This design comes from an exercise in tuning for small area and a short achievable clock period on the open sky130 flow, not from production work. The RTL was checked by simulation tests, not by an equivalence proof against the original design. The flow treats the clock pin as an ideal source. Dropping or thinning the clock tree relies on that and would not hold on a real chip. No activity file was given, so power comes from the tool's default toggle rates.

**config.mk**
```make
export PLATFORM = sky130hd
export DESIGN_NAME = frame_detector
export DESIGN_NICKNAME = frame_detector
export VERILOG_FILES = /design/flow/design.v
export SDC_FILE = /design/flow/constraint.sdc
export NUM_CORES = 4
export LEC_CHECK = 0
export CAP_MARGIN = 20
export CORE_MARGIN = 2
export CORE_UTILIZATION = 40
export PLACE_DENSITY = 0.6
export SLEW_MARGIN = 20
```
**constraint.sdc**
```tcl
create_clock -name core_clock -period 14.0 [get_ports {clk_in}]
set_input_delay 2.8000 -clock core_clock [delete_from_list [all_inputs] [get_ports {clk_in}]]
set_output_delay 2.8000 -clock core_clock [all_outputs]
set_load 0.01 [all_outputs]
```
**design.v**
```verilog
package frame_detector_pkg;
  localparam logic [15:0] HEADER_WORD  = 16'hE0E0;
  localparam logic [15:0] TRAILER_WORD = 16'h0E0E;
  localparam int          MAX_WORDS    = 8;
  localparam int          DATA_W       = MAX_WORDS * 16;
  localparam int          NSLOT        = 5;
  localparam logic [2:0]  P_SKIP  = 3'd0;
  localparam logic [2:0]  P_HUNT  = 3'd1;
  localparam logic [2:0]  P_HDR2  = 3'd2;
  localparam logic [2:0]  P_CHAN  = 3'd3;
  localparam logic [2:0]  P_BODY  = 3'd4;
  localparam logic [2:0]  P_CHECK = 3'd5;
endpackage
module frame_fifo #(
  parameter int NSLOT = 5
) (
  input  logic             clk_in,
  input  logic [NSLOT-1:0] i_wr_sel,    
  input  logic             i_we0,       
  input  logic             i_wer,       
  input  logic [15:0]      i_wr_data,
  input  logic             i_ch_we,
  input  logic [2:0]       i_ch,
  input  logic             i_nw_we,
  input  logic [2:0]       i_nw,
  input  logic [NSLOT-1:0] i_head_sel,  
  output logic [15:0]      o_word0,
  output logic [2:0]       o_ch,
  output logic [2:0]       o_nw,
  input  logic [NSLOT-1:0] i_tap_sel,   
  output logic [15:0]      o_tap,
  output logic [2:0]       o_tap_idx    
);
  localparam logic [2:0] PH1 = 3'b001;
  function automatic logic [2:0] ph_step(input logic [2:0] x);
    ph_step = {x[1:0], x[2] ^ x[1]};
  endfunction
  logic [15:0] r_w0   [NSLOT];
  logic [15:0] r_ring [NSLOT][7];
  logic [2:0]  r_ph   [NSLOT];
  logic [2:0]  r_ch   [NSLOT];
  logic [2:0]  r_nw   [NSLOT];
  always_ff @(posedge clk_in) begin
    for (int s = 0; s < NSLOT; s++) begin
      if (i_wr_sel[s] && i_we0) r_w0[s] <= i_wr_data;
      r_ring[s][0] <= (i_wr_sel[s] && i_wer) ? i_wr_data : r_ring[s][6];
      for (int p = 1; p < 7; p++) r_ring[s][p] <= r_ring[s][p-1];
      if (i_wr_sel[s] && i_we0) r_ph[s] <= PH1;
      else                      r_ph[s] <= ph_step(r_ph[s]);
      if (i_wr_sel[s] && i_ch_we) r_ch[s] <= i_ch;
      if (i_wr_sel[s] && i_nw_we) r_nw[s] <= i_nw;
    end
  end
  always_comb begin
    o_word0   = '0;
    o_ch      = '0;
    o_nw      = '0;
    o_tap     = '0;
    o_tap_idx = '0;
    for (int s = 0; s < NSLOT; s++) begin
      o_word0   = o_word0   | (r_w0[s]      & {16{i_head_sel[s]}});
      o_ch      = o_ch      | (r_ch[s]      & {3{i_head_sel[s]}});
      o_nw      = o_nw      | (r_nw[s]      & {3{i_head_sel[s]}});
      o_tap     = o_tap     | (r_ring[s][6] & {16{i_tap_sel[s]}});
      o_tap_idx = o_tap_idx | (r_ph[s]      & {3{i_tap_sel[s]}});
    end
  end
endmodule
module frame_detector #(
  parameter int FIFO_DEPTH = 4
) (
  input  logic        clk_in,
  input  logic        rst_n,
  input  logic [15:0] data_in,
  output logic        data_out_ch1, data_out_ch2, data_out_ch3, data_out_ch4,
  output logic        data_out_ch5, data_out_ch6, data_out_ch7, data_out_ch8,
  output logic        data_vld_ch1, data_vld_ch2, data_vld_ch3, data_vld_ch4,
  output logic        data_vld_ch5, data_vld_ch6, data_vld_ch7, data_vld_ch8,
  output logic        fifo_empty,
  output logic        fifo_full,
  output logic        crc_valid_o,
  output logic        crc_err
);
  localparam logic [15:0] HEADER_WORD  = frame_detector_pkg::HEADER_WORD;
  localparam logic [15:0] TRAILER_WORD = frame_detector_pkg::TRAILER_WORD;
  localparam int          MAX_WORDS    = frame_detector_pkg::MAX_WORDS;
  localparam int          NSLOT        = FIFO_DEPTH + 1;
  localparam logic [2:0]  P_SKIP       = frame_detector_pkg::P_SKIP;
  localparam logic [2:0]  P_HUNT       = frame_detector_pkg::P_HUNT;
  localparam logic [2:0]  P_HDR2       = frame_detector_pkg::P_HDR2;
  localparam logic [2:0]  P_CHAN       = frame_detector_pkg::P_CHAN;
  localparam logic [2:0]  P_BODY       = frame_detector_pkg::P_BODY;
  localparam logic [2:0]  P_CHECK      = frame_detector_pkg::P_CHECK;
  function automatic logic onehot4(input logic [3:0] x);
    onehot4 = ((x[0] ^ x[1]) && !(x[2] || x[3])) || ((x[2] ^ x[3]) && !(x[0] || x[1]));
  endfunction
  function automatic logic [15:0] crc16_step(input logic [15:0] crc, input logic [15:0] word);
    logic [15:0] c;
    c = crc ^ word;
    for (int i = 0; i < 16; i++) begin
      c = c[15] ? ({c[14:0], 1'b0} ^ 16'h1021) : {c[14:0], 1'b0};
    end
    crc16_step = c;
  endfunction
  localparam logic [15:0] CRC_GOOD = crc16_step(16'h0000, TRAILER_WORD);
  logic [15:0]      r_d;
  logic [2:0]       r_pstate, w_pnext;
  logic [3:0]       r_cnt;
  logic             r_prev_trl;
  logic [15:0]      r_crc;
  logic             w_hdr, w_trl, w_chan_ok, w_trailer, w_overflow, w_end, w_match;
  logic             w_push, w_pop;
  logic [2:0]       w_ch_enc;
  logic [MAX_WORDS-1:0] w_wr_word;
  always_ff @(posedge clk_in) r_d <= data_in;
  assign w_hdr      = (r_d == HEADER_WORD);
  assign w_trl      = (r_d == TRAILER_WORD);
  assign w_chan_ok  = (r_d[15:8] == 8'h00) &&
                      ((onehot4(r_d[3:0]) && (r_d[7:4] == 4'h0)) ||
                       (onehot4(r_d[7:4]) && (r_d[3:0] == 4'h0)));
  assign w_trailer  = w_trl && r_prev_trl;
  assign w_overflow = (r_cnt == 4'd10) || ((r_cnt == 4'd9) && !w_trl);
  assign w_end      = (r_pstate == P_BODY) && w_trailer && (r_cnt >= 4'd3);
  assign w_match    = (r_crc == CRC_GOOD);
  assign w_ch_enc   = {r_d[7] | r_d[6] | r_d[5] | r_d[4],
                       r_d[7] | r_d[6] | r_d[3] | r_d[2],
                       r_d[7] | r_d[5] | r_d[3] | r_d[1]};
  always_comb begin
    w_pnext = r_pstate;
    case (r_pstate)
      P_SKIP:  w_pnext = P_HUNT;
      P_HUNT:  if (w_hdr) w_pnext = P_HDR2;
      P_HDR2:  w_pnext = w_hdr ? P_CHAN : P_HUNT;
      P_CHAN:  w_pnext = w_chan_ok ? P_BODY : P_HUNT;
      P_BODY: begin
        if (w_trailer)       w_pnext = (r_cnt >= 4'd3) ? P_CHECK : P_HUNT;
        else if (w_overflow) w_pnext = P_HUNT;
      end
      P_CHECK: w_pnext = w_hdr ? P_HDR2 : P_HUNT;
      default: w_pnext = P_HUNT;
    endcase
  end
  always_ff @(posedge clk_in) begin
    if (!rst_n) r_pstate <= P_SKIP;
    else        r_pstate <= w_pnext;
  end
  always_ff @(posedge clk_in) begin
    r_cnt      <= (r_pstate == P_CHAN) ? 4'd0 : r_cnt + 4'd1;
    r_crc      <= (r_pstate == P_CHAN) ? 16'h0000 : crc16_step(r_crc, r_d);
    r_prev_trl <= w_trl;
  end
  always_comb begin
    for (int k = 0; k < MAX_WORDS; k++) w_wr_word[k] = (r_pstate == P_BODY) && (r_cnt == 4'(k));
  end
  logic [NSLOT-1:0]     r_wr_sel, r_rd_sel, w_sp;
  logic                 r_empty, r_full;
  logic                 r_crc_err;
  logic                 w_one, w_three, w_busy, w_wr_ok;
  logic [15:0]          w_word0, w_tap;
  logic [2:0]           w_rd_ch, w_rd_nw, w_tap_idx, w_want;
  logic                 r_shift;
  logic [6:0]           r_b;       
  logic [2:0]           r_nw;      
  logic [14:0]          r_sh;      
  logic [15:0]          r_pf;      
  logic                 r_prev;    
  logic [7:0]           r_vld, r_out, w_rd_dec;
  logic                 r_first;
  logic                 w_more, w_wend, w_bit;
  assign w_sp    = {r_rd_sel[0], r_rd_sel[NSLOT-1:1]};
  assign w_busy  = r_shift && (r_b[6:4] != r_nw);
  assign w_wr_ok = !(r_full && w_busy);
  frame_fifo #(.NSLOT(NSLOT)) u_fifo (
    .clk_in     (clk_in),
    .i_wr_sel   (r_wr_sel),
    .i_we0      (w_wr_word[0] && w_wr_ok),
    .i_wer      ((|w_wr_word[MAX_WORDS-1:1]) && w_wr_ok),
    .i_wr_data  (r_d),
    .i_ch_we    (r_pstate == P_CHAN),
    .i_ch       (w_ch_enc),
    .i_nw_we    (r_pstate == P_BODY),
    .i_nw       (3'(r_cnt - 4'd3)),
    .i_head_sel (r_rd_sel),
    .o_word0    (w_word0),
    .o_ch       (w_rd_ch),
    .o_nw       (w_rd_nw),
    .i_tap_sel  (w_sp),
    .o_tap      (w_tap),
    .o_tap_idx  (w_tap_idx)
  );
  assign w_push  = w_end && w_match && !r_full;
  assign w_one   = (r_wr_sel == {r_rd_sel[NSLOT-2:0], r_rd_sel[NSLOT-1]});
  assign w_three = (r_wr_sel == {r_rd_sel[NSLOT-4:0], r_rd_sel[NSLOT-1:NSLOT-3]});
  always_ff @(posedge clk_in) begin
    if (!rst_n) begin
      r_wr_sel  <= NSLOT'(1);
      r_rd_sel  <= NSLOT'(1);
      r_empty   <= 1'b1;
      r_full    <= 1'b0;
      r_crc_err <= 1'b0;
    end else begin
      if (w_push) r_wr_sel <= {r_wr_sel[NSLOT-2:0], r_wr_sel[NSLOT-1]};
      if (w_pop)  r_rd_sel <= {r_rd_sel[NSLOT-2:0], r_rd_sel[NSLOT-1]};
      if (w_push && !w_pop) begin
        r_empty <= 1'b0;
        r_full  <= w_three;
      end else if (w_pop && !w_push) begin
        r_empty <= w_one;
        r_full  <= 1'b0;
      end
      r_crc_err <= w_end && !w_match;
    end
  end
  assign w_pop    = !r_shift && !r_empty;
  assign w_wend   = (r_b[3:0] == 4'hF);
  assign w_more   = !(w_wend && (r_b[6:4] == r_nw));
  assign w_rd_dec = 8'(1) << w_rd_ch;
  assign w_bit    = w_pop ? w_word0[15] : w_wend ? r_pf[15] : r_sh[14];
  always_comb begin
    case (r_b[6:4])
      3'd0:    w_want = 3'd1;
      3'd1:    w_want = 3'd2;
      3'd2:    w_want = 3'd5;
      3'd3:    w_want = 3'd3;
      3'd4:    w_want = 3'd7;
      3'd5:    w_want = 3'd6;
      default: w_want = 3'd4;
    endcase
  end
  always_ff @(posedge clk_in) begin
    r_b    <= w_pop ? 7'd0 : r_b + 7'd1;
    r_sh   <= w_pop ? w_word0[14:0] : w_wend ? r_pf[14:0] : {r_sh[13:0], 1'b0};
    r_prev <= w_bit;
    if (w_tap_idx == w_want) r_pf <= w_tap;
    if (w_pop) r_nw <= w_rd_nw;
  end
  always_ff @(posedge clk_in) begin
    if (!rst_n) begin
      r_shift <= 1'b0;
      r_vld   <= '0;
      r_out   <= '0;
      r_first <= 1'b0;
    end else begin
      r_first <= w_pop;
      if (w_pop) begin
        r_shift <= 1'b1;
        r_vld   <= w_rd_dec;
        r_out   <= w_rd_dec & {8{w_bit}};
      end else if (r_shift && w_more) begin
        r_out   <= r_vld & {8{w_bit ^ r_prev}};
      end else begin
        r_shift <= 1'b0;
        r_vld   <= '0;
        r_out   <= '0;
      end
    end
  end
  assign fifo_empty  = r_empty;
  assign fifo_full   = r_full;
  assign crc_valid_o = r_first;
  assign crc_err     = r_crc_err;
  assign {data_vld_ch8, data_vld_ch7, data_vld_ch6, data_vld_ch5,
          data_vld_ch4, data_vld_ch3, data_vld_ch2, data_vld_ch1} = r_vld;
  assign {data_out_ch8, data_out_ch7, data_out_ch6, data_out_ch5,
          data_out_ch4, data_out_ch3, data_out_ch2, data_out_ch1} = r_out;
endmodule
```
**flow/run.sh**
```bash
#!/bin/bash
# The standard layout (standard synthesis unchanged), with:
#  - timing repair asked for more setup slack than the clock needs, so the
#    resizer works on the paths that set the achieved period (same SDC);
#  - larger clock-sink clusters on a denser floorplan;
set -euo pipefail
bash standard.sh \
  SETUP_SLACK_MARGIN=10.4 \
  CTS_CLUSTER_SIZE=25 CTS_CLUSTER_DIAMETER=100 \
  CORE_UTILIZATION=50 PLACE_DENSITY=0.7 \
  POST_CTS_TCL="$PWD/flow/post_cts.tcl" \
  finish > standard_finish.log 2>&1
```
**flow/post_cts.tcl**
```tcl
set block [ord::get_db_block]
set clk_port [expr {[info exists ::env(FLOW_CLK_PORT)] ? $::env(FLOW_CLK_PORT) : "clk_in"}]
set clk_net [$block findNet $clk_port]
set iterms [$clk_net getITerms]
if {[llength $iterms] == 1} {
  set root [[lindex $iterms 0] getInst]
  set master [[$root getMaster] getName]
  set out_net [[$root findITerm X] getNet]
  set sinks {}
  foreach it [$out_net getITerms] {
    if {[$it getInst] ne $root} { lappend sinks $it }
  }
  set ok [expr {[string match "*clkbuf*" $master] && [llength $sinks] <= 4}]
  foreach it $sinks {
    if {![string match "*clkbuf*" [[[$it getInst] getMaster] getName]]} { set ok 0 }
  }
  if {$ok} {
    puts "post_cts: removing root buffer [$root getName] ($master), port now feeds [llength $sinks] buffers"
    foreach it $sinks {
      $it disconnect
      $it connect $clk_net
    }
    odb::dbInst_destroy $root
    odb::dbNet_destroy $out_net
  } else {
    puts "post_cts: root buffer kept"
  }
}
```
**standard.sh**
```bash
#!/bin/bash
# synth_recipe.tcl (not shown) runs the flow's synth.tcl, then flattens the netlist and writes it again
# the make line also repeats each setting of config.mk as NAME=value (left out here)
make -C /OpenROAD-flow-scripts/flow DESIGN_CONFIG=/design/flow/config.mk WORK_HOME=/design/flow/orfs CLKGATE_MAP_FILE= SYNTH_SCRIPT=/design/flow/synth_recipe.tcl "${@:-finish}"
```
==> results of run 1 <==
placed cells by master (no fill, tap or decap), types with 20 or more instances in the layout:
| cell | count |
|---|---|
| buf_4 | 26 |
| dfxtp_1 | 652 |
| a22oi_1 | 42 |
| and2_1 | 30 |
| a222oi_1 | 38 |
| mux2_2 | 80 |
| xnor2_1 | 47 |
| edfxtp_1 | 129 |
| inv_1 | 21 |
| xor2_1 | 22 |
| clkbuf_16 | 37 |
| nor2_1 | 26 |
| a21oi_1 | 22 |
| mux2i_1 | 20 |
| nand2_1 | 66 |
per-stage QoR:
step / cells / worst slack (ns) / power (W) / instance area [um2]
after global placement: 1991 / 9.66 / 0.00313 / 22800
after floorplan: 1401 / 10.41 / 0.00302 / 21700
after detailed placement: 1991 / 9.64 / 0.00315 / 22800
after global routing: 2051 / 10.31 / 0.00443 / 23900
final: 2051 / 10.33 / 0.00424 / 23900
worst paths after layout:
| kind | startpoint | endpoint | slack (ns) | depth (start not counted) |
|---|---|---|---|---|
| max | r_full | fifo_full | 10.33 | 1 |
| min reg2reg | u_fifo.r_ring[9][5] | u_fifo.r_ring[10][5] | 0.32 | 0 |
| min | u_fifo.r_ring[9][5] | u_fifo.r_ring[10][5] | 0.32 | 0 |
| max reg2reg | r_rd_sel[3] | r_pf[8] | 10.66 | 6 |
per-layer routing:
layer,share of wire (%),routed length [um],global-route usage [%],vias up
li1,-,-,-,4942
met1,48,17700,23.8,5054
met2,46,17200,27.0,265
met3,4.9,1820,2.79,44
met4,1.6,590,3.76,0
met5,0,0,0,-
flip-flops by register name, indices dropped and copies added (netlist names), 15 cells and up:
register and count:
u_fifo.r_ph 15, r_crc 16, u_fifo.r_w0 80, r_d 16
u_fifo.r_ch 15, r_pf 16, u_fifo.r_ring 560, r_sh 15
u_fifo.r_nw 15
power by group:
part / switching (W) / internal [W] / total [W]
clock network: 0.000639 / 0.000502 / 0.00114
logic: 0.000312 / 0.000289 / 0.000601
registers: 0.0000582 / 0.00244 / 0.00250
cells by family (layout without fill, tap and decap cells):
family / count (synthesis) / in the layout / share of synthesized area [%]
flops: 798 / 798 / 79.5
xor+xnor: 75 / 75 / 3.38
fa+ha+maj: 14 / 14 / 0.806
mux: 100 / 100 / 5.07
buf+inv: 76 / 141 / 1.49
simple gates: 203 / 203 / 5.01
compound gates: 135 / 135 / 4.75
final cells by class:
type                    instances  area (um2)
clock buffers                  52         992
fillers                      3433       19100
flip-flops and latches        798       17300
repair buffers                 65         567
multi-input cells             527        4160
inverters                      22        86.3
well taps                     585         732
clock inverters                 2        38.8
==> metrics.log, run 1 <==
[metrics] status: no timing/DRC/antenna violations
[metrics] final hold vios: 0
[metrics] Min Clock Period, post-route: 3.67 ns
[metrics] Final period util: 26.2%
[metrics] Overall Global Routing Usage: 16.7%
[metrics] TritonCTS sink count: 798
[metrics] final core utilization: 55.5%
[metrics] CTS tree: done
[metrics] num rows: 76
[metrics] synthesized net count: 1433
[metrics] Nets: 1482
[metrics] Max Slew Vio Count: 0
[metrics] final global-route overflow total: 0
[metrics] transition time at the pin with the least slew margin: 0.882 ns
[metrics] Hold/Removal Path Class: register to register
[metrics] count of flip-flops with a built-in enable after synthesis: 129
[metrics] worst-path maximum fanout: 2
[metrics] cells along the critical path: buf_6
[metrics] Worst path slowest cell: dfxtp_4
[metrics] global-route wire length before repair: 57.9 mm
[metrics] initial core utilization: 50.5%
[metrics] ys flop type: dfxtp_1
[metrics] commonest cells in the netlist: dfxtp_1, edfxtp_1, mux2_2
[metrics] pwr/cell area: 178 nW/um2
[metrics] Mean Syn Cell Area: 15.5 um2
[metrics] IO Port Bufs: 37
[metrics] setup violators final: 0
[metrics] ant diodes: 0
[metrics] final wirelength: 37.4 mm
[metrics] overall die area: 45100 um2
[metrics] max-cap check violation count: 0
[metrics] count of pins on the block boundary: 38
[metrics] type of the worst setup path: register to primary output
[metrics] Cell variety after synth: 57
[metrics] endpoint arrival time on the critical path: 0.87 ns
[metrics] post-synth top area cell: dfxtp_1
[metrics] number of antenna violations at the first check in global routing: 0
[metrics] largest net degree at the start of global routing: 46
[metrics] relative slew slack: 41.2%
[metrics] number of search-and-repair iterations in the first detailed-routing pass: 8
[metrics] total standard cell area after synthesis: 21700 um2
[metrics] post-synthesis register bit count: 798
[metrics] HPWL Detailed: 22.3 mm
[metrics] DRC violation total after the first TritonRoute iteration: 893
[metrics] gate family responsible for the most delay along the worst path: flip-flops
[metrics] worst hold slack across all endpoints: 0.323 ns
[metrics] CP required: 11.20 ns
[metrics] top-count cell post-synth: dfxtp_1
[metrics] remaining number of nets flagged by the antenna check after routing: 0
[metrics] ratio of cells with drive above 1 in the final layout: 14.0%
[metrics] maximum resistive drop on vdd: 0.000101 V
[metrics] die span in y: 212 um
[metrics] routability congestion estimate: 0.783
[metrics] longest individual stage delay on the worst path: 0.37 ns
[metrics] mean routed wirelength per cell: 18.2 um
[metrics] number of warning messages in the yosys log: 7
[metrics] DRC Markers: 0
[metrics] post-synthesis instance total: 1401
[metrics] Clk pin slew, worst setup/hold paths: 0.10 ns
[metrics] top cells by area in the synthesized netlist: dfxtp_1, edfxtp_1, mux2_2
[metrics] maximum clock rate: 272 MHz
[metrics] Vias per Instance: 5.02
[metrics] area share of the largest cell type after synthesis: 61.7%
[metrics] Clk Latency, worst-skew pair: 0.39 ns
[metrics] Critical Path Sink Type: primary output
[metrics] setup TNS: 0 ns
[metrics] DIE WIDTH: 212 um
[metrics] vias in the first global route: 10200
[metrics] fraction of synthesis flops using an asynchronous set or reset pin: 0%
[metrics] critical path startpoint category: register
[metrics] Worst Path Buf+Inv: 1
[metrics] core region area: 43000 um2
[metrics] post-synthesis sequential area ratio: 79.5%
[metrics] count of vias placed by the detailed router: 10300
[metrics] leakage: 9.12 nW
[metrics] clk_skew: 0.0204 ns
[metrics] area growth from synthesis to layout: 9.90%
[metrics] unrepaired setup endpoints after global routing: yes
==> inputs of run 2 (changes only) <==
--- a/flow/run.sh
+++ b/flow/run.sh
@@ -8,3 +8,3 @@
   SETUP_SLACK_MARGIN=10.4 \
-  CTS_CLUSTER_SIZE=25 CTS_CLUSTER_DIAMETER=100 \
+  CTS_ARGS="-sink_clustering_enable -repair_clock_nets -sink_clustering_size 25 -sink_clustering_max_diameter 100 -dont_use_dummy_load" \
   CORE_UTILIZATION=50 PLACE_DENSITY=0.7 \
==> metrics.log, run 2 <==
[metrics] HPWL Detailed: 22.3 mm
[metrics] cells along the critical path: buf_6
[metrics] Crit path depth: 1
[metrics] net load switching power: 0.000981 W
[metrics] final hold vios: 0
[metrics] critical path startpoint category: register
[metrics] remaining number of nets flagged by the antenna check after routing: 0
[metrics] count of vias placed by the detailed router: 10300
[metrics] routability congestion estimate: 0.783
[metrics] Clk Latency, worst-skew pair: 0.39 ns
[metrics] most common cell after layout, fill and taps aside: dfxtp_1
[metrics] global-route wire length before repair: 57.7 mm
[metrics] synthesized net count: 1433
[metrics] number of cells on the worst reg-to-reg path: 6
[metrics] worst-path maximum fanout: 2
[metrics] final core utilization: 55.2%
[metrics] register name with the most flops: u_fifo.r_ring
[metrics] core region area: 43000 um2
[metrics] DRC violation total after the first TritonRoute iteration: 987
[metrics] initial core utilization: 50.5%
[metrics] area growth from synthesis to layout: 9.30%
[metrics] internal power component: 0.00319 W
[metrics] met2 WL post-DR: 17.1 mm
[metrics] Worst Path Buf+Inv: 1
[metrics] total standard cell area after synthesis: 21700 um2
[metrics] transition time at the pin with the least slew margin: 0.888 ns
[metrics] overall die area: 45100 um2
[metrics] top cells by area in the synthesized netlist: dfxtp_1, edfxtp_1, mux2_2
[metrics] worst hold path cell count: 0
[metrics] mean routed wirelength per cell: 18.3 um
[metrics] DIE WIDTH: 212 um
[metrics] pwr/cell area: 176 nW/um2
[metrics] maximum clock rate: 276 MHz
[metrics] Vias per Instance: 5.05
[metrics] final wirelength: 37.2 mm
[metrics] setup TNS: 0 ns
[metrics] status: no timing/DRC/antenna violations
[metrics] max reg flops: 560
[metrics] ratio of cells with drive above 1 in the final layout: 13.9%
[metrics] worst-case setup margin in the final layout: 10.37 ns
[metrics] Hold/Removal Path Class: register to register
[metrics] share of total power consumed by net switching: 23.5%
[metrics] longest individual stage delay on the worst path: 0.37 ns
[metrics] DRC Markers: 0
[metrics] Cell variety after synth: 57
[metrics] Worst path slowest cell: dfxtp_4
[metrics] commonest cells in the netlist: dfxtp_1, edfxtp_1, mux2_2
[metrics] type of the worst setup path: register to primary output
[metrics] max-cap check violation count: 0
[metrics] ant diodes: 0
[metrics] post-synthesis instance total: 1401
[metrics] maximum resistive drop on vdd: 0.0000916 V
[metrics] number of warning messages in the yosys log: 7
[metrics] Clk pin slew, worst setup/hold paths: 0.10 ns
[metrics] relative slew slack: 40.8%
[metrics] IO Port Bufs: 37
[metrics] top-count cell post-synth: dfxtp_1
[metrics] unrepaired setup endpoints after global routing: yes
[metrics] met3 wirelength from detailed routing: 1.68 mm
[metrics] die span in y: 212 um
[metrics] leakage: 9.07 nW
[metrics] ys flop type: dfxtp_1
[metrics] biggest regs: u_fifo.r_ring: 560 flops, u_fifo.r_w0: 80 flops
[metrics] Final period util: 25.9%
[metrics] Setup Slack @ Placement: 9.64 ns
[metrics] Min Clock Period, post-route: 3.63 ns
[metrics] number of antenna violations at the first check in global routing: 0
[metrics] worst hold slack across all endpoints: 0.295 ns
[metrics] post-synthesis register bit count: 798
[metrics] vias in the first global route: 10200
[metrics] Nets: 1482
[metrics] fraction of synthesis flops using an asynchronous set or reset pin: 0%
[metrics] area share of the largest cell type after synthesis: 61.7%
[metrics] number of search-and-repair iterations in the first detailed-routing pass: 6
[metrics] count of pins on the block boundary: 38
[metrics] part of the total power dissipated in the clock network: 25.7%
[metrics] Max Slew Vio Count: 0
[metrics] TritonCTS sink count: 798
[metrics] endpoint arrival time on the critical path: 0.83 ns
[metrics] sequential share of power: 59.9%
[metrics] Critical Path Sink Type: primary output
[metrics] num rows: 76
[metrics] final global-route overflow total: 0
[metrics] Overall Global Routing Usage: 16.7%
[metrics] count of flip-flops with a built-in enable after synthesis: 129
[metrics] setup violators final: 0
[metrics] gate family responsible for the most delay along the worst path: flip-flops
[metrics] post-synthesis sequential area ratio: 79.5%
[metrics] top routing layer used: met4
[metrics] combinational cell fraction of total power: 14.4%
[metrics] post-synth top area cell: dfxtp_1
[metrics] largest net degree at the start of global routing: 46
[metrics] clk_skew: 0.0539 ns
[metrics] CP required: 11.20 ns
[metrics] Mean Syn Cell Area: 15.5 um2
[metrics] highest-count cells in the layout ignoring fill and taps: dfxtp_1, edfxtp_1, mux2_2
[metrics] DRT met1 WL: 17.6 mm
run 2: metrics by stage:
| step | area [um2] | power [W] | cells |
|---|---|---|---|
| 2_1_floorplan | 21700 | 0.00302 | 1401 |
| 3_3_place_gp | 22800 | 0.00313 | 1991 |
| 3_5_place_dp | 22800 | 0.00315 | 1991 |
| 5_1_grt | 23700 | 0.00436 | 2033 |
| 6_report | 23700 | 0.00418 | 2033 |
run 2: cell type report:
cell class | count | area, um2
Clock buffer | 36 | 901
Fill cell | 3441 | 19200
Timing Repair Buffer | 65 | 567
Multi-Input combinational cell | 527 | 4160
Sequential cell | 798 | 17300
Tap cell | 585 | 732
Inverter | 22 | 86.3
run 2: kinds of logic (layout without fill, tap and decap cells):
group | count (synthesis) | after routing | synth area share [%]
DFF | 798 | 798 | 79.5
adders and majority gates | 14 | 14 | 0.806
muxes | 100 | 100 | 5.07
buffers and inverters | 76 | 123 | 1.49
and+or+nand+nor | 203 | 203 | 5.01
xor gates and xnor gates | 75 | 75 | 3.38
AOI/OAI and AO/OA | 135 | 135 | 4.75
run 2: layer usage:
metal,GRT usage [%],vias up
li1,-,4922
met1,23.7,5065
met2,26.9,229
met3,2.17,50
met4,4.85,0
met5,0,-
run 2: final timing paths:
path                                           start                   end  slack (ns)
worst min register to register  u_fifo.r_ring[2][14]  u_fifo.r_ring[3][14]        0.30
worst min-delay path            u_fifo.r_ring[2][14]  u_fifo.r_ring[3][14]        0.30
worst max-delay path                          r_full             fifo_full       10.37
worst max register to register           r_rd_sel[3]               r_pf[7]       10.70
run 2: power groups by stage:
stage	sequential, W	combinational [W]	clock [W]
after floorplan	0.00253	0.000488	0
final	0.00250	0.000601	0.00107
after detailed placement	0.00255	0.000598	0
after global placement	0.00255	0.000579	0
after global routing	0.00251	0.000667	0.00119
==> inputs of run 3 (changes only) <==
==> flow/run.sh (replaced) <==
#!/bin/bash
set -euo pipefail
bash standard.sh \
  SETUP_SLACK_MARGIN=10.4 \
  CTS_ARGS="-sink_clustering_enable -repair_clock_nets -sink_clustering_size 25 -sink_clustering_max_diameter 100 -dont_use_dummy_load" \
  CORE_UTILIZATION=50 PLACE_DENSITY=0.7 \
  POST_CTS_TCL="$PWD/flow/post_cts.tcl" \
  BUFFER_PORTS_ARGS="-buffer_cell sky130_fd_sc_hd__buf_2" \
  finish > standard_finish.log 2>&1
==> metrics.log, run 3 <==
[metrics] status: no timing/DRC/antenna violations
[metrics] fraction of synthesis flops using an asynchronous set or reset pin: 0%
[metrics] mean routed wirelength per cell: 18.0 um
[metrics] ys flop type: dfxtp_1
[metrics] pwr/cell area: 176 nW/um2
[metrics] ratio of cells with drive above 1 in the final layout: 15.1%
[metrics] CP required: 11.20 ns
[metrics] Final period util: 26.0%
[metrics] Mean Syn Cell Area: 15.5 um2
[metrics] top cells by area in the synthesized netlist: dfxtp_1, edfxtp_1, mux2_2
[metrics] remaining number of nets flagged by the antenna check after routing: 0
[metrics] largest net degree at the start of global routing: 46
[metrics] area share of the largest cell type after synthesis: 61.7%
[metrics] worst-path maximum fanout: 2
[metrics] Vias per Instance: 5.00
[metrics] Critical Path Sink Type: primary output
[metrics] final wirelength: 36.6 mm
[metrics] cells along the critical path: buf_6
[metrics] post-synthesis instance total: 1401
[metrics] post-synthesis register bit count: 798
[metrics] leakage: 9.08 nW
[metrics] number of search-and-repair iterations in the first detailed-routing pass: 8
[metrics] core region area: 43000 um2
[metrics] overall die area: 45100 um2
[metrics] endpoint arrival time on the critical path: 0.84 ns
[metrics] number of warning messages in the yosys log: 7
[metrics] placed cell area: 22600 um2
[metrics] ant diodes: 0
[metrics] final hold vios: 0
[metrics] max reg flops: 560
[metrics] Min Clock Period, post-route: 3.64 ns
[metrics] final core utilization: 55.1%
[metrics] Overall Global Routing Usage: 16.4%
[metrics] synthesized net count: 1433
[metrics] number of antenna violations at the first check in global routing: 0
[metrics] Worst Path Buf+Inv: 1
[metrics] sum of internal, switching and leakage power: 0.00417 W
[metrics] setup TNS: 0 ns
[metrics] DIE WIDTH: 212 um
[metrics] top-count cell post-synth: dfxtp_1
[metrics] clk_skew: 0.0459 ns
[metrics] unrepaired setup endpoints after global routing: yes
[metrics] area growth from synthesis to layout: 8.95%
[metrics] DRC Markers: 0
[metrics] IO Port Bufs: 37
[metrics] Worst path slowest cell: dfxtp_4
[metrics] highest-count cells in the layout ignoring fill and taps: dfxtp_1, edfxtp_1, mux2_2
[metrics] transition time at the pin with the least slew margin: 0.879 ns
[metrics] global-route wire length before repair: 57.1 mm
[metrics] fillcell total: 3465
[metrics] count of vias placed by the detailed router: 10200
[metrics] critical path startpoint category: register
[metrics] die span in y: 212 um
[metrics] maximum resistive drop on vdd: 0.0000944 V
[metrics] final global-route overflow total: 0
[metrics] post-synth top area cell: dfxtp_1
[metrics] total standard cell area after synthesis: 21700 um2
[metrics] commonest cells in the netlist: dfxtp_1, edfxtp_1, mux2_2
[metrics] biggest regs: u_fifo.r_ring: 560 flops, u_fifo.r_w0: 80 flops
[metrics] routability congestion estimate: 0.783
[metrics] relative slew slack: 41.3%
[metrics] setup violators final: 0
[metrics] HPWL Detailed: 22.1 mm
[metrics] max-cap check violation count: 0
[metrics] post-synthesis sequential area ratio: 79.5%
[metrics] Nets: 1483
[metrics] most common cell after layout, fill and taps aside: dfxtp_1
[metrics] count of flip-flops with a built-in enable after synthesis: 129
[metrics] num rows: 76
[metrics] initial core utilization: 50.5%
[metrics] Finished Cell Area: 23700 um2
[metrics] Clk Latency, worst-skew pair: 0.40 ns
[metrics] gate family responsible for the most delay along the worst path: flip-flops
[metrics] count of pins on the block boundary: 38
[metrics] register name with the most flops: u_fifo.r_ring
[metrics] Cell variety after synth: 57
[metrics] Hold/Removal Path Class: register to register
[metrics] Clk pin slew, worst setup/hold paths: 0.09 ns
[metrics] DRC violation total after the first TritonRoute iteration: 890
[metrics] Max Slew Vio Count: 0
[metrics] maximum clock rate: 275 MHz
[metrics] type of the worst setup path: register to primary output
[metrics] longest individual stage delay on the worst path: 0.37 ns
[metrics] vias in the first global route: 10200
[metrics] TritonCTS sink count: 798
## run 3: cells by family after synthesis
logic type	share of synthesized area [%]
buf+inv	1.49
xor+xnor	3.38
compound gates	4.75
fa+ha+maj	0.806
flops	79.5
simple gates	5.01
mux	5.07
## run 3: worst register-to-register path, stage by stage (launching register included)
cell     delay, ns
dfxtp_1       0.37
nor3b_1       0.73
nand2_1       0.19
nor3_1        0.37
and2_1        0.70
buf_4         0.34
mux2_2        0.38
## run 3: where the power goes
group	internal [W]	switching [W]	total, W
clock network	0.000463	0.000618	0.00108
logic	0.000286	0.000308	0.000594
registers	0.00244	0.0000565	0.00250
## run 3: final timing paths
kind              depth (start not counted)                    to  slack (ns)            startpoint
setup / recovery                          1             fifo_full       10.36                r_full
hold / removal                            0  u_fifo.r_ring[24][5]        0.30  u_fifo.r_ring[23][5]
setup reg to reg                          6   u_fifo.r_ring[7][0]       10.82           r_pstate[2]
hold reg to reg                           0  u_fifo.r_ring[24][5]        0.30  u_fifo.r_ring[23][5]
## run 3: per-stage QoR
| step | worst slack, ns | instances | hold WS [ns] |
|---|---|---|---|
| floorplan | 10.41 | 1401 | 0.310 |
| global placement | 10.25 | 1992 | 0.310 |
| detailed placement | 10.19 | 1992 | 0.312 |
| global route | 10.33 | 2034 | 0.319 |
| finish | 10.36 | 2034 | 0.302 |
## run 3: routing by layer
metal	up-vias	routed length (um)	GRT usage, %
met5	-	0	0
met4	0	616	3.71
met3	42	1510	2.76
met2	204	16900	27.0
met1	5007	17500	23.0
li1	4927	-	-
## run 3: cell type report
class | instances | area, um2 | area share [%]
Sequential cell | 798 | 17300 | 73.1
Multi-Input combinational cell | 527 | 4170 | 17.6
Clock buffer | 36 | 901 | 3.81
Tap cell | 585 | 732 | 3.09
Timing Repair Buffer | 66 | 490 | 2.07
Inverter | 22 | 82.6 | 0.349
==> inputs of run 4 (changes only) <==
==> flow/run.sh (replaced) <==
#!/bin/bash
set -euo pipefail
bash standard.sh \
  SETUP_SLACK_MARGIN=10.4 \
  CTS_ARGS="-sink_clustering_enable -repair_clock_nets -sink_clustering_size 22 -sink_clustering_max_diameter 90 -dont_use_dummy_load" \
  CORE_UTILIZATION=50 PLACE_DENSITY=0.7 \
  POST_CTS_TCL="$PWD/flow/post_cts.tcl" \
  BUFFER_PORTS_ARGS="-buffer_cell sky130_fd_sc_hd__buf_2" \
  finish > standard_finish.log 2>&1
==> metrics.log, run 4 <==
[metrics] status: no timing/DRC/antenna violations
[metrics] max-cap check violation count: 0
[metrics] count of pins on the block boundary: 38
[metrics] placed cell area: 22600 um2
[metrics] max reg flops: 560
[metrics] HPWL Detailed: 22.1 mm
[metrics] slack of the worst reg-to-reg path: 10.76 ns
[metrics] largest net degree at the start of global routing: 46
[metrics] Clk pin slew, worst setup/hold paths: 0.08 ns
[metrics] area growth from synthesis to layout: 9.52%
[metrics] maximum resistive drop on vdd: 0.0000956 V
[metrics] top-count cell post-synth: dfxtp_1
[metrics] Critical Path Sink Type: primary output
[metrics] num rows: 76
[metrics] final global-route overflow total: 0
[metrics] ys flop type: dfxtp_1
[metrics] Clk Latency, worst-skew pair: 0.40 ns
[metrics] leakage: 9.14 nW
[metrics] complex-gate fraction of the synthesized area: 4.75%
[metrics] fraction of synthesis flops using an asynchronous set or reset pin: 0%
[metrics] top cells by area in the synthesized netlist: dfxtp_1, edfxtp_1, mux2_2
[metrics] count of vias placed by the detailed router: 10200
[metrics] unrepaired setup endpoints after global routing: yes
[metrics] area share of the largest cell type after synthesis: 61.7%
[metrics] core region area: 43000 um2
[metrics] overall die area: 45100 um2
[metrics] share of synthesized cell area in and, or, nand and nor gates: 5.01%
[metrics] biggest regs: u_fifo.r_ring: 560 flops, u_fifo.r_w0: 80 flops
[metrics] end of the critical path: fifo_full
[metrics] Mean Syn Cell Area: 15.5 um2
[metrics] endpoint arrival time on the critical path: 0.84 ns
[metrics] remaining number of nets flagged by the antenna check after routing: 0
[metrics] Min Clock Period, post-route: 3.64 ns
[metrics] commonest cells in the netlist: dfxtp_1, edfxtp_1, mux2_2
[metrics] routability congestion estimate: 0.783
[metrics] Worst path slowest cell: dfxtp_4
[metrics] ant diodes: 0
[metrics] ratio of cells with drive above 1 in the final layout: 15.4%
[metrics] startpoint of the worst register-to-register path: r_pstate[2]
[metrics] setup TNS: 0 ns
[metrics] arithmetic-cell share of the synthesized area counting full adders, half adders and majority gates: 0.806%
[metrics] pwr/cell area: 178 nW/um2
[metrics] number of antenna violations at the first check in global routing: 0
[metrics] setup violators final: 0
[metrics] IO Port Bufs: 37
[metrics] number of cells on the worst reg-to-reg path: 6
[metrics] worst-path maximum fanout: 2
[metrics] Hold/Removal Path Class: register to register
[metrics] CP required: 11.20 ns
[metrics] longest individual stage delay on the worst path: 0.36 ns
[metrics] Cell variety after synth: 57
[metrics] Vias per Instance: 5.02
[metrics] transition time at the pin with the least slew margin: 0.886 ns
[metrics] gate family responsible for the most delay along the worst path: flip-flops
[metrics] main combinational cell family by area after synthesis: multiplexers
[metrics] mean routed wirelength per cell: 18.0 um
[metrics] Overall Global Routing Usage: 16.6%
[metrics] critical path startpoint category: register
[metrics] DRC violation total after the first TritonRoute iteration: 906
[metrics] mux share of post-synthesis cell area: 5.07%
[metrics] TritonCTS sink count: 798
[metrics] maximum clock rate: 274 MHz
[metrics] number of search-and-repair iterations in the first detailed-routing pass: 5
[metrics] synthesized net count: 1433
[metrics] Reg2Reg Capture Point: u_fifo.r_ring[7][6]
[metrics] final hold vios: 0
[metrics] DRC Markers: 0
[metrics] Crit path depth: 1
[metrics] count of flip-flops with a built-in enable after synthesis: 129
[metrics] post-synthesis register bit count: 798
[metrics] Finished Cell Area: 23800 um2
[metrics] global-route wire length before repair: 57.5 mm
[metrics] die span in y: 212 um
[metrics] cells along the critical path: buf_6
[metrics] post-synthesis sequential area ratio: 79.5%
[metrics] highest-count cells in the layout ignoring fill and taps: dfxtp_1, edfxtp_1, mux2_2
[metrics] Final period util: 26.0%
[metrics] Nets: 1488
[metrics] relative slew slack: 40.8%
[metrics] Max Slew Vio Count: 0
[metrics] post-synthesis instance total: 1401
[metrics] DIE WIDTH: 212 um
[metrics] post-synthesis xor/xnor area fraction: 3.38%
[metrics] total standard cell area after synthesis: 21700 um2
[metrics] number of warning messages in the yosys log: 7
[metrics] clk_skew: 0.0396 ns
[metrics] Worst Path Buf+Inv: 1
[metrics] register name with the most flops: u_fifo.r_ring
[metrics] initial core utilization: 50.5%
[metrics] type of the worst setup path: register to primary output
[metrics] most common cell after layout, fill and taps aside: dfxtp_1
[metrics] final wirelength: 36.7 mm
[metrics] vias in the first global route: 10400
[metrics] post-synth top area cell: dfxtp_1
[metrics] start point of the critical path: r_full
## run 4: cell families after synthesis
group | count (synthesis)
AOI/OAI and AO/OA | 135
xor gates and xnor gates | 75
adders and majority gates | 14
buffers and inverters | 76
DFF | 798
muxes | 100
and+or+nand+nor | 203
## run 4: worst register-to-register path, cell delays in order (launching register included)
cell and delay [ns]:
dfxtp_1 0.37, nor3b_1 0.74, nand2_1 0.19, nor3_1 0.39, and2_1 0.68, buf_4 0.34
mux2_2 0.38
## run 4: through the flow
| stage | total power, W | setup WS, ns | utilization [%] | hold slack [ns] | cells |
|---|---|---|---|---|---|
| after floorplan | 0.00302 | 10.41 | - | 0.310 | 1401 |
| after global placement | 0.00312 | 10.25 | 52.6 | 0.310 | 1992 |
| after detailed placement | 0.00315 | 10.19 | 52.6 | 0.312 | 1992 |
| after global routing | 0.00443 | 10.33 | 55.3 | 0.292 | 2039 |
| final | 0.00424 | 10.36 | 55.3 | 0.296 | 2039 |
## run 4: how the worst min path moves through the flow
stage	cells after the start	to	slack [ns]	start
global placement	0	u_fifo.r_ring[30][9]	0.31	u_fifo.r_ring[29][9]
finish	0	u_fifo.r_ring[24][5]	0.30	u_fifo.r_ring[23][5]
global route	0	u_fifo.r_ring[24][5]	0.29	u_fifo.r_ring[23][5]
floorplan	0	u_fifo.r_ring[10][0]	0.31	u_fifo.r_ring[9][0]
detailed placement	0	u_fifo.r_ring[13][6]	0.31	u_fifo.r_ring[12][6]
## run 4: final cells by class
| type | count | area (um2) |
|---|---|---|
| Sequential cell | 798 | 17300 |
| Inverter | 22 | 82.6 |
| Multi-Input combinational cell | 527 | 4170 |
| Tap cell | 585 | 732 |
| Fill cell | 3451 | 19200 |
| Timing Repair Buffer | 66 | 490 |
| Clock buffer | 41 | 1030 |
## run 4: metal layers
metal / track usage (%) / part of all wire, %
met5: 0 / 0
met4: 3.98 / 1.9
met3: 2.63 / 4.1
met2: 27.2 / 46
met1: 23.2 / 48
## run 4: power breakdown
group / switching [W] / leakage, nW / total, W / internal, W
clock: 0.000631 / 0.505 / 0.00115 / 0.000523
sequential: 0.0000566 / 6.58 / 0.00250 / 0.00244
combinational: 0.000305 / 2.05 / 0.000592 / 0.000286
total: 0.000993 / 9.14 / 0.00424 / 0.00325
==> inputs of run 5 (changes only) <==
==> flow/run.sh (replaced) <==
#!/bin/bash
set -euo pipefail
bash standard.sh \
  SETUP_SLACK_MARGIN=10.4 \
  CTS_ARGS="-sink_clustering_enable -repair_clock_nets -sink_clustering_size 25 -sink_clustering_max_diameter 100 -balance_levels" \
  CORE_UTILIZATION=50 PLACE_DENSITY=0.7 \
  POST_CTS_TCL="$PWD/flow/post_cts.tcl" \
  BUFFER_PORTS_ARGS="-buffer_cell sky130_fd_sc_hd__buf_2" \
  finish > standard_finish.log 2>&1
==> metrics.log, run 5 <==
[metrics] status: no timing/DRC/antenna violations
[metrics] Max Slew Vio Count: 0
[metrics] max-cap check violation count: 0
[metrics] max reg flops: 560
[metrics] number of search-and-repair iterations in the first detailed-routing pass: 5
[metrics] Mean Syn Cell Area: 15.5 um2
[metrics] number of antenna violations at the first check in global routing: 0
[metrics] most used routing layer: met2
[metrics] vias in the first global route: 10200
[metrics] final wirelength: 36.7 mm
[metrics] top cells by area in the synthesized netlist: dfxtp_1, edfxtp_1, mux2_2
[metrics] area growth from synthesis to layout: 9.44%
[metrics] HPWL Detailed: 22.1 mm
[metrics] post-synth top area cell: dfxtp_1
[metrics] critical path startpoint category: register
[metrics] CP required: 11.20 ns
[metrics] longest individual stage delay on the worst path: 0.36 ns
[metrics] commonest cells in the netlist: dfxtp_1, edfxtp_1, mux2_2
[metrics] number of warning messages in the yosys log: 7
[metrics] worst hold path cell count: 0
[metrics] area share of the largest cell type after synthesis: 61.7%
[metrics] initial core utilization: 50.5%
[metrics] worst hold slack across all endpoints: 0.323 ns
[metrics] transition time at the pin with the least slew margin: 0.869 ns
[metrics] DIE WIDTH: 212 um
[metrics] relative slew slack: 42.1%
[metrics] pwr/cell area: 178 nW/um2
[metrics] post-synthesis instance total: 1401
[metrics] largest net degree at the start of global routing: 46
[metrics] gate family responsible for the most delay along the worst path: flip-flops
[metrics] met2 track demand over resource: 26.8%
[metrics] internal power component: 0.00322 W
[metrics] remaining number of nets flagged by the antenna check after routing: 0
[metrics] most common cell after layout, fill and taps aside: dfxtp_1
[metrics] count of pins on the block boundary: 38
[metrics] slack of the worst reg-to-reg path: 10.76 ns
[metrics] overall die area: 45100 um2
[metrics] unrepaired setup endpoints after global routing: yes
[metrics] Critical Path Sink Type: primary output
[metrics] Min Clock Period, post-route: 3.67 ns
[metrics] endpoint arrival time on the critical path: 0.87 ns
[metrics] Reg2Reg Capture Point: u_fifo.r_ring[7][0]
[metrics] global-route wire length before repair: 57.3 mm
[metrics] Nets: 1483
[metrics] Cell variety after synth: 57
[metrics] synthesized net count: 1433
[metrics] global-route met1 utilization: 23.2%
[metrics] leakage: 9.12 nW
[metrics] biggest regs: u_fifo.r_ring: 560 flops, u_fifo.r_w0: 80 flops
[metrics] final hold vios: 0
[metrics] Overall Global Routing Usage: 16.5%
[metrics] number of cells on the worst reg-to-reg path: 6
[metrics] share of total power consumed by net switching: 23.9%
[metrics] final core utilization: 55.3%
[metrics] Vias per Instance: 4.99
[metrics] clk_skew: 0.0202 ns
[metrics] routability congestion estimate: 0.783
[metrics] sequential share of power: 59.1%
[metrics] worst hold path endpoint: u_fifo.r_ring[24][5]
[metrics] count of vias placed by the detailed router: 10300
[metrics] ys flop type: dfxtp_1
[metrics] core region area: 43000 um2
[metrics] part of the total power dissipated in the clock network: 26.8%
[metrics] met3 demand-to-capacity share in global routing: 2.69%
[metrics] maximum resistive drop on vdd: 0.0000978 V
[metrics] maximum clock rate: 272 MHz
[metrics] net load switching power: 0.00101 W
[metrics] startpoint of the worst register-to-register path: r_pstate[2]
[metrics] Final period util: 26.2%
[metrics] fraction of synthesis flops using an asynchronous set or reset pin: 0%
[metrics] combinational cell fraction of total power: 14.1%
[metrics] Worst path slowest cell: dfxtp_4
[metrics] type of the worst setup path: register to primary output
[metrics] die span in y: 212 um
[metrics] final global-route overflow total: 0
[metrics] setup violators final: 0
[metrics] IO Port Bufs: 37
[metrics] Clk pin slew, worst setup/hold paths: 0.10 ns
[metrics] total standard cell area after synthesis: 21700 um2
[metrics] highest-count cells in the layout ignoring fill and taps: dfxtp_1, edfxtp_1, mux2_2
[metrics] sum of internal, switching and leakage power: 0.00423 W
[metrics] Worst Path Buf+Inv: 1
[metrics] CTS tree: done
[metrics] Clk Latency, worst-skew pair: 0.39 ns
[metrics] post-synthesis sequential area ratio: 79.5%
[metrics] TritonCTS sink count: 798
[metrics] top-count cell post-synth: dfxtp_1
[metrics] mean routed wirelength per cell: 17.9 um
[metrics] num rows: 76
[metrics] ant diodes: 0
[metrics] setup TNS: 0 ns
[metrics] worst-path maximum fanout: 2
[metrics] DRC violation total after the first TritonRoute iteration: 874
[metrics] count of flip-flops with a built-in enable after synthesis: 129
[metrics] launch point of the worst hold path: u_fifo.r_ring[23][5]
[metrics] Hold/Removal Path Class: register to register
[metrics] ratio of cells with drive above 1 in the final layout: 15.2%
[metrics] cells along the critical path: buf_6
[metrics] DRC Markers: 0
[metrics] post-synthesis register bit count: 798
[metrics] register name with the most flops: u_fifo.r_ring
==> run 5: cell count changes in the layout (fill, tap and decap cells not counted), sizes merged <==
cell / change
inv: +3
clkbuf: +11
==> run 5: cell type report <==
cell class	instances	area [um2]
inverters	22	82.6
multi-input cells	527	4170
clock buffers	52	971
flip-flops and latches	798	17300
repair buffers	66	490
clock inverters	3	37.5
well taps	585	732
fillers	3469	19200
==> run 5: logic make-up (layout without fill, tap and decap cells) <==
| logic type | count (synthesis) | after routing | share of synthesized area, % |
|---|---|---|---|
| DFF | 798 | 798 | 79.5 |
| and+or+nand+nor | 203 | 203 | 5.01 |
| AOI/OAI and AO/OA | 135 | 135 | 4.75 |
| muxes | 100 | 100 | 5.07 |
| buffers and inverters | 76 | 143 | 1.49 |
| xor gates and xnor gates | 75 | 75 | 3.38 |
| adders and majority gates | 14 | 14 | 0.806 |
==> run 5: power groups by stage <==
stage	clock network (W)	registers, W	logic (W)
final	0.00114	0.00250	0.000595
after global routing	0.00125	0.00251	0.000657
after detailed placement	0	0.00255	0.000594
after global placement	0	0.00255	0.000573
after floorplan	0	0.00253	0.000488
==> run 5: routing by layer <==
layer / wire [um] / vias up / share of wire [%]
met5: 0 / - / 0
met4: 745 / 0 / 2.0
met3: 1610 / 52 / 4.4
met2: 16900 / 222 / 46
met1: 17400 / 5033 / 48
li1: - / 4945 / -
==> run 5: how the worst max path moves through the flow <==
stage                     startpoint          end  slack (ns)  depth (start not counted)
final                         r_full    fifo_full       10.33                          1
after detailed placement       rst_n  r_pstate[1]       10.19                          4
after global placement         rst_n  r_pstate[1]       10.25                          4
after global routing          r_full    fifo_full       10.30                          1
after floorplan                rst_n     r_out[1]       10.41                          5
==> run 5: through the flow <==
stage	cells	area, um2	setup WS [ns]
after floorplan	1401	21700	10.41
after global placement	1992	22600	10.25
after detailed placement	1992	22600	10.19
after global routing	2053	23800	10.30
final	2053	23800	10.33
==> inputs of run 6 (changes only) <==
==> flow/run.sh (replaced) <==
#!/bin/bash
set -euo pipefail
bash standard.sh \
  SETUP_SLACK_MARGIN=10.4 \
  CTS_ARGS="-sink_clustering_enable -repair_clock_nets -sink_clustering_size 25 -sink_clustering_max_diameter 60" \
  CORE_UTILIZATION=50 PLACE_DENSITY=0.7 \
  POST_CTS_TCL="$PWD/flow/post_cts.tcl" \
  BUFFER_PORTS_ARGS="-buffer_cell sky130_fd_sc_hd__buf_2" \
  finish > standard_finish.log 2>&1
==> metrics.log, run 6 <==
[metrics] status: no timing/DRC/antenna violations
[metrics] routability congestion estimate: 0.783
[metrics] Worst Path Buf+Inv: 1
[metrics] DRC violation total after the first TritonRoute iteration: 931
[metrics] Clk Latency, worst-skew pair: 0.40 ns
[metrics] highest-count cells in the layout ignoring fill and taps: dfxtp_1, edfxtp_1, mux2_2
[metrics] largest net degree at the start of global routing: 46
[metrics] type of the worst setup path: register to primary output
[metrics] DIE WIDTH: 212 um
[metrics] flip-flop and latch area: 17300 um2
[metrics] post-synthesis register bit count: 798
[metrics] ant diodes: 0
[metrics] longest individual stage delay on the worst path: 0.36 ns
[metrics] critical path startpoint category: register
[metrics] Hold/Removal Path Class: register to register
[metrics] mean routed wirelength per cell: 17.8 um
[metrics] relative slew slack: 41.5%
[metrics] area share of the largest cell type after synthesis: 61.7%
[metrics] final hold vios: 0
[metrics] most used routing layer: met2
[metrics] DRC Markers: 0
[metrics] die span in y: 212 um
[metrics] clk_skew: 0.0289 ns
[metrics] CP required: 11.20 ns
[metrics] cells along the critical path: buf_6
[metrics] ys flop type: dfxtp_1
[metrics] HPWL Detailed: 22.1 mm
[metrics] most common cell after layout, fill and taps aside: dfxtp_1
[metrics] count of pins on the block boundary: 38
[metrics] fraction of synthesis flops using an asynchronous set or reset pin: 0%
[metrics] Cell variety after synth: 57
[metrics] Final period util: 26.2%
[metrics] total standard cell area after synthesis: 21700 um2
[metrics] CTS tree: done
[metrics] ratio of cells with drive above 1 in the final layout: 16.4%
[metrics] setup violators final: 0
[metrics] post-synth top area cell: dfxtp_1
[metrics] met2 track demand over resource: 27.3%
[metrics] num rows: 76
[metrics] top cells by area in the synthesized netlist: dfxtp_1, edfxtp_1, mux2_2
[metrics] overall die area: 45100 um2
[metrics] leakage: 9.28 nW
[metrics] global-route wire length before repair: 57.5 mm
[metrics] post-synthesis instance total: 1401
[metrics] Min Clock Period, post-route: 3.67 ns
[metrics] synthesized net count: 1433
[metrics] biggest regs: u_fifo.r_ring: 560 flops, u_fifo.r_w0: 80 flops
[metrics] final wirelength: 36.9 mm
[metrics] sum of internal, switching and leakage power: 0.00440 W
[metrics] met3 demand-to-capacity share in global routing: 2.16%
[metrics] maximum resistive drop on vdd: 0.0000943 V
[metrics] Max Slew Vio Count: 0
[metrics] Overall Global Routing Usage: 16.6%
[metrics] top-count cell post-synth: dfxtp_1
[metrics] Mean Syn Cell Area: 15.5 um2
[metrics] transition time at the pin with the least slew margin: 0.876 ns
[metrics] count of vias placed by the detailed router: 10300
[metrics] remaining number of nets flagged by the antenna check after routing: 0
[metrics] worst-path maximum fanout: 2
[metrics] post-synthesis sequential area ratio: 79.5%
[metrics] max reg flops: 560
[metrics] Vias per Instance: 4.98
[metrics] pwr/cell area: 183 nW/um2
[metrics] count of flip-flops with a built-in enable after synthesis: 129
[metrics] IO Port Bufs: 37
[metrics] Critical Path Sink Type: primary output
[metrics] gate family responsible for the most delay along the worst path: flip-flops
[metrics] setup TNS: 0 ns
[metrics] final global-route overflow total: 0
[metrics] Worst path slowest cell: dfxtp_4
[metrics] Nets: 1488
[metrics] core region area: 43000 um2
[metrics] global-route met1 utilization: 23.1%
[metrics] number of warning messages in the yosys log: 7
[metrics] vias in the first global route: 10300
[metrics] TritonCTS sink count: 798
[metrics] commonest cells in the netlist: dfxtp_1, edfxtp_1, mux2_2
[metrics] area used by multi-input combinational logic: 4170 um2
[metrics] endpoint arrival time on the critical path: 0.87 ns
[metrics] unrepaired setup endpoints after global routing: yes
[metrics] maximum clock rate: 272 MHz
[metrics] number of search-and-repair iterations in the first detailed-routing pass: 6
[metrics] initial core utilization: 50.5%
[metrics] Clk pin slew, worst setup/hold paths: 0.09 ns
[metrics] register name with the most flops: u_fifo.r_ring
[metrics] area growth from synthesis to layout: 10.8%
[metrics] max-cap check violation count: 0
[metrics] fillcell total: 3438
[metrics] number of antenna violations at the first check in global routing: 0
run 6: changes by cell type in the layout (fill, tap and decap cells not counted), sizes merged:
cell    delta
bufinv     +2
clkbuf     -2
clkinv     +4
inv        +8
run 6: per-stage QoR:
stage | cell area [um2] | hold slack [ns] | cells | utilization (%) | setup WS [ns]
final | 24100 | 0.311 | 2065 | 56.0 | 10.33
after global routing | 24100 | 0.306 | 2065 | 56.0 | 10.30
after detailed placement | 22600 | 0.312 | 1992 | 52.6 | 10.19
after global placement | 22600 | 0.310 | 1992 | 52.6 | 10.25
after floorplan | 21700 | 0.310 | 1401 | - | 10.41
run 6: routing by layer:
metal / vias up / share of wire [%] / wire length (um)
met4: 0 / 2.0 / 743
met1: 5034 / 47 / 17300
met5: - / 0 / 0
met2: 244 / 46 / 17100
met3: 53 / 4.6 / 1710
li1: 4963 / - / -
run 6: report_power, final:
part	leakage [nW]	switching [W]	internal [W]
Sequential	6.58	0.0000575	0.00244
Clock	0.645	0.000704	0.000609
Combinational	2.05	0.000306	0.000286
run 6: worst paths after layout:
check / startpoint / to / slack, ns / cells past startpoint
max: r_full / fifo_full / 10.33 / 1
min: u_fifo.r_ring[3][7] / u_fifo.r_ring[4][7] / 0.31 / 0
max reg2reg: r_pstate[2] / u_fifo.r_ring[7][6] / 10.74 / 6
min reg2reg: u_fifo.r_ring[3][7] / u_fifo.r_ring[4][7] / 0.31 / 0
run 6: final cells by class:
| class | count | share of cell area (%) |
|---|---|---|
| clock inverter | 17 | 0.915 |
| tap | 585 | 3.04 |
| multi-input combinational | 527 | 17.3 |
| inverter | 22 | 0.343 |
| sequential | 798 | 71.8 |
| clock buffer | 50 | 4.53 |
| timing repair buffer | 66 | 2.04 |
run 6: cells by family after synthesis:
group	share of synthesized area (%)
AO/OA/AOI/OAI	4.75
AND/OR/NAND/NOR	5.01
multiplexers	5.07
buffers and inverters	1.49
adder cells (fa/ha/maj)	0.806
XOR/XNOR	3.38
flip-flops	79.5
==> inputs of run 7 (changes only) <==
==> flow/run.sh (replaced) <==
#!/bin/bash
set -euo pipefail
bash standard.sh \
  SETUP_SLACK_MARGIN=10.4 \
  CTS_CLUSTER_SIZE=25 CTS_CLUSTER_DIAMETER=100 \
  CORE_UTILIZATION=45 PLACE_DENSITY=0.65 \
  POST_CTS_TCL="$PWD/flow/post_cts.tcl" \
  BUFFER_PORTS_ARGS="-buffer_cell sky130_fd_sc_hd__buf_2" \
  finish > standard_finish.log 2>&1
==> metrics.log, run 7 <==
[metrics] Worst Path Buf+Inv: 1
[metrics] maximum clock rate: 273 MHz
[metrics] global-route met1 utilization: 20.6%
[metrics] Hold/Removal Path Class: register to register
[metrics] DRC violation total after the first TritonRoute iteration: 769
[metrics] main combinational cell family by area after synthesis: multiplexers
[metrics] Placed Instances: 2021
[metrics] biggest regs: u_fifo.r_ring: 560 flops, u_fifo.r_w0: 80 flops
[metrics] post-synthesis instance total: 1401
[metrics] met3 demand-to-capacity share in global routing: 2.73%
[metrics] Cell variety after synth: 57
[metrics] Min Clock Period, post-route: 3.67 ns
[metrics] pwr/cell area: 178 nW/um2
[metrics] die span in y: 224 um
[metrics] area share of the largest cell type after synthesis: 61.7%
[metrics] ys flop type: dfxtp_1
[metrics] initial core utilization: 45.6%
[metrics] synthesized net count: 1433
[metrics] met2 track demand over resource: 24.5%
[metrics] num rows: 80
[metrics] IO Port Bufs: 37
[metrics] critical path startpoint category: register
[metrics] transition time at the pin with the least slew margin: 0.888 ns
[metrics] Setup Slack @ Placement: 10.21 ns
[metrics] highest-count cells in the layout ignoring fill and taps: dfxtp_1, edfxtp_1, mux2_2
[metrics] Overall Global Routing Usage: 15.1%
[metrics] status: no timing/DRC/antenna violations
[metrics] setup violators final: 0
[metrics] share of synthesized cell area in and, or, nand and nor gates: 5.01%
[metrics] post-synth top area cell: dfxtp_1
[metrics] number of warning messages in the yosys log: 7
[metrics] clk_skew: 0.0369 ns
[metrics] CP required: 11.20 ns
[metrics] max reg flops: 560
[metrics] Clk pin slew, worst setup/hold paths: 0.10 ns
[metrics] DRC Markers: 0
[metrics] ratio of cells with drive above 1 in the final layout: 15.0%
[metrics] vias in the first global route: 10400
[metrics] count of flip-flops with a built-in enable after synthesis: 129
[metrics] overall die area: 50000 um2
[metrics] area growth from synthesis to layout: 9.56%
[metrics] complex-gate fraction of the synthesized area: 4.75%
[metrics] Critical Path Sink Type: primary output
[metrics] endpoint arrival time on the critical path: 0.87 ns
[metrics] post-synthesis sequential area ratio: 79.5%
[metrics] Max Slew Vio Count: 0
[metrics] number of antenna violations at the first check in global routing: 0
[metrics] Clk Latency, worst-skew pair: 0.40 ns
[metrics] top cells by area in the synthesized netlist: dfxtp_1, edfxtp_1, mux2_2
[metrics] Mean Syn Cell Area: 15.5 um2
[metrics] global-route wire length before repair: 58.9 mm
[metrics] routability congestion estimate: 0.786
[metrics] unrepaired setup endpoints after global routing: yes
[metrics] count of pins on the block boundary: 38
[metrics] leakage: 9.11 nW
[metrics] top-count cell post-synth: dfxtp_1
[metrics] type of the worst setup path: register to primary output
[metrics] Vias per Instance: 4.91
[metrics] gate family responsible for the most delay along the worst path: flip-flops
[metrics] most used routing layer: met2
[metrics] max-cap check violation count: 0
[metrics] mean routed wirelength per cell: 18.1 um
[metrics] maximum resistive drop on vdd: 0.0000951 V
[metrics] Nets: 1479
[metrics] worst-path maximum fanout: 2
[metrics] largest net degree at the start of global routing: 46
[metrics] mux share of post-synthesis cell area: 5.07%
[metrics] HPWL Detailed: 22.5 mm
[metrics] register name with the most flops: u_fifo.r_ring
[metrics] fraction of synthesis flops using an asynchronous set or reset pin: 0%
[metrics] DIE WIDTH: 224 um
[metrics] most common cell after layout, fill and taps aside: dfxtp_1
[metrics] Crit path depth: 1
[metrics] post-synthesis xor/xnor area fraction: 3.38%
[metrics] post-synthesis register bit count: 798
[metrics] ant diodes: 0
[metrics] final global-route overflow total: 0
[metrics] setup TNS: 0 ns
[metrics] count of placed standard cells in the final layout, fillers left out: 2077
[metrics] worst-case setup margin in the final layout: 10.33 ns
[metrics] Worst path slowest cell: dfxtp_4
[metrics] total standard cell area after synthesis: 21700 um2
[metrics] relative slew slack: 39.9%
[metrics] number of search-and-repair iterations in the first detailed-routing pass: 5
[metrics] worst hold path cell count: 0
[metrics] count of vias placed by the detailed router: 10200
[metrics] Final period util: 26.2%
[metrics] remaining number of nets flagged by the antenna check after routing: 0
[metrics] CTS tree: done
[metrics] final wirelength: 37.5 mm
[metrics] final hold vios: 0
[metrics] arithmetic-cell share of the synthesized area counting full adders, half adders and majority gates: 0.806%
[metrics] TritonCTS sink count: 798
[metrics] longest individual stage delay on the worst path: 0.36 ns
[metrics] number of cells on the worst reg-to-reg path: 5
[metrics] commonest cells in the netlist: dfxtp_1, edfxtp_1, mux2_2
[metrics] cells along the critical path: buf_6
[metrics] core region area: 47600 um2
[run 7: cell counts after synthesis]
Identical to the previous run, type by type.
[run 7: final timing paths]
| path | start | to | slack, ns |
|---|---|---|---|
| worst max-delay path | r_full | fifo_full | 10.33 |
| worst min-delay path | u_fifo.r_ring[1][8] | u_fifo.r_ring[2][8] | 0.31 |
| worst max register to register | r_pstate[2] | u_fifo.r_w0[3][6] | 10.77 |
| worst min register to register | u_fifo.r_ring[1][8] | u_fifo.r_ring[2][8] | 0.31 |
[run 7: through the flow]
stage / util (%) / hold slack, ns / area (um2) / total power, W
floorplan: - / 0.310 / 21700 / 0.00302
global placement: 47.5 / 0.310 / 22600 / 0.00313
detailed placement: 47.5 / 0.312 / 22600 / 0.00315
global route: 49.9 / 0.324 / 23800 / 0.00444
finish: 49.9 / 0.315 / 23800 / 0.00424
[run 7: routing by layer]
| layer | share of wire (%) | up-vias |
|---|---|---|
| li1 | - | 4932 |
| met1 | 47 | 5000 |
| met2 | 46 | 214 |
| met3 | 4.7 | 58 |
| met4 | 2.4 | 0 |
| met5 | 0 | - |
[run 7: final cells by class]
cell class / count / area [um2]
inverter: 22 / 82.6
clock inverter: 2 / 36.3
multi-input combinational: 527 / 4160
tap: 615 / 769
timing repair buffer: 62 / 467
clock buffer: 51 / 988
sequential: 798 / 17300
fill: 3970 / 23800
[run 7: power breakdown]
part           switching (W)  leakage [nW]  internal [W]
registers          0.0000568          6.58       0.00244
clock network       0.000648         0.495      0.000501
logic               0.000310          2.03      0.000286
total                0.00101          9.11       0.00323
[run 7: kinds of logic (layout without fill, tap and decap cells)]
logic type                 count (synthesis)  count (layout)
DFF                                      798             798
muxes                                    100             100
adders and majority gates                 14              14
and+or+nand+nor                          203             203
xor gates and xnor gates                  75              75
AOI/OAI and AO/OA                        135             135
buffers and inverters                     76             137

re-timing with driven ports:
In the flow no input, the clock included, has a driving cell. The finished layouts below were timed again as built, in two steps. Step 1, drivers: a clkbuf_16 drives clk_in and a buf_2 each remaining input, both assumed. Step 2 also shifts input and output timing later by t, the mid clock arrival at the registers, as if the neighbouring blocks saw the same clock. Three values: no drivers, after step 1, after step 2; two values: the first two.
| run | t (ns) | setup WS [ns] | worst setup path at the end | slew at the worst register clock pin (ns) |
|---|---|---|---|---|
| run 1 | 0.492 | 10.326 / 10.214 / 10.164 | input to register | 0.10 / 0.10 |
| run 2 | 0.476 | 10.371 / 10.257 / 10.134 | input to register | 0.10 / 0.10 |
| run 3 | 0.485 | 10.363 / 10.247 / 10.153 | input to register | 0.10 / 0.10 |
| run 4 | 0.482 | 10.356 / 10.244 / 10.174 | input to register | 0.09 / 0.09 |
| run 5 | 0.501 | 10.327 / 10.210 / 10.181 | input to register | 0.10 / 0.10 |
| run 6 | 0.506 | 10.325 / 10.211 / 10.173 | input to register | 0.10 / 0.10 |
| run 7 | 0.498 | 10.334 / 10.219 / 10.194 | input to register | 0.10 / 0.10 |
After both steps every run listed still meets setup and hold. The setup slack of run 2, which loses most, moves by -0.114 ns with the drivers and by -0.237 ns with both steps.
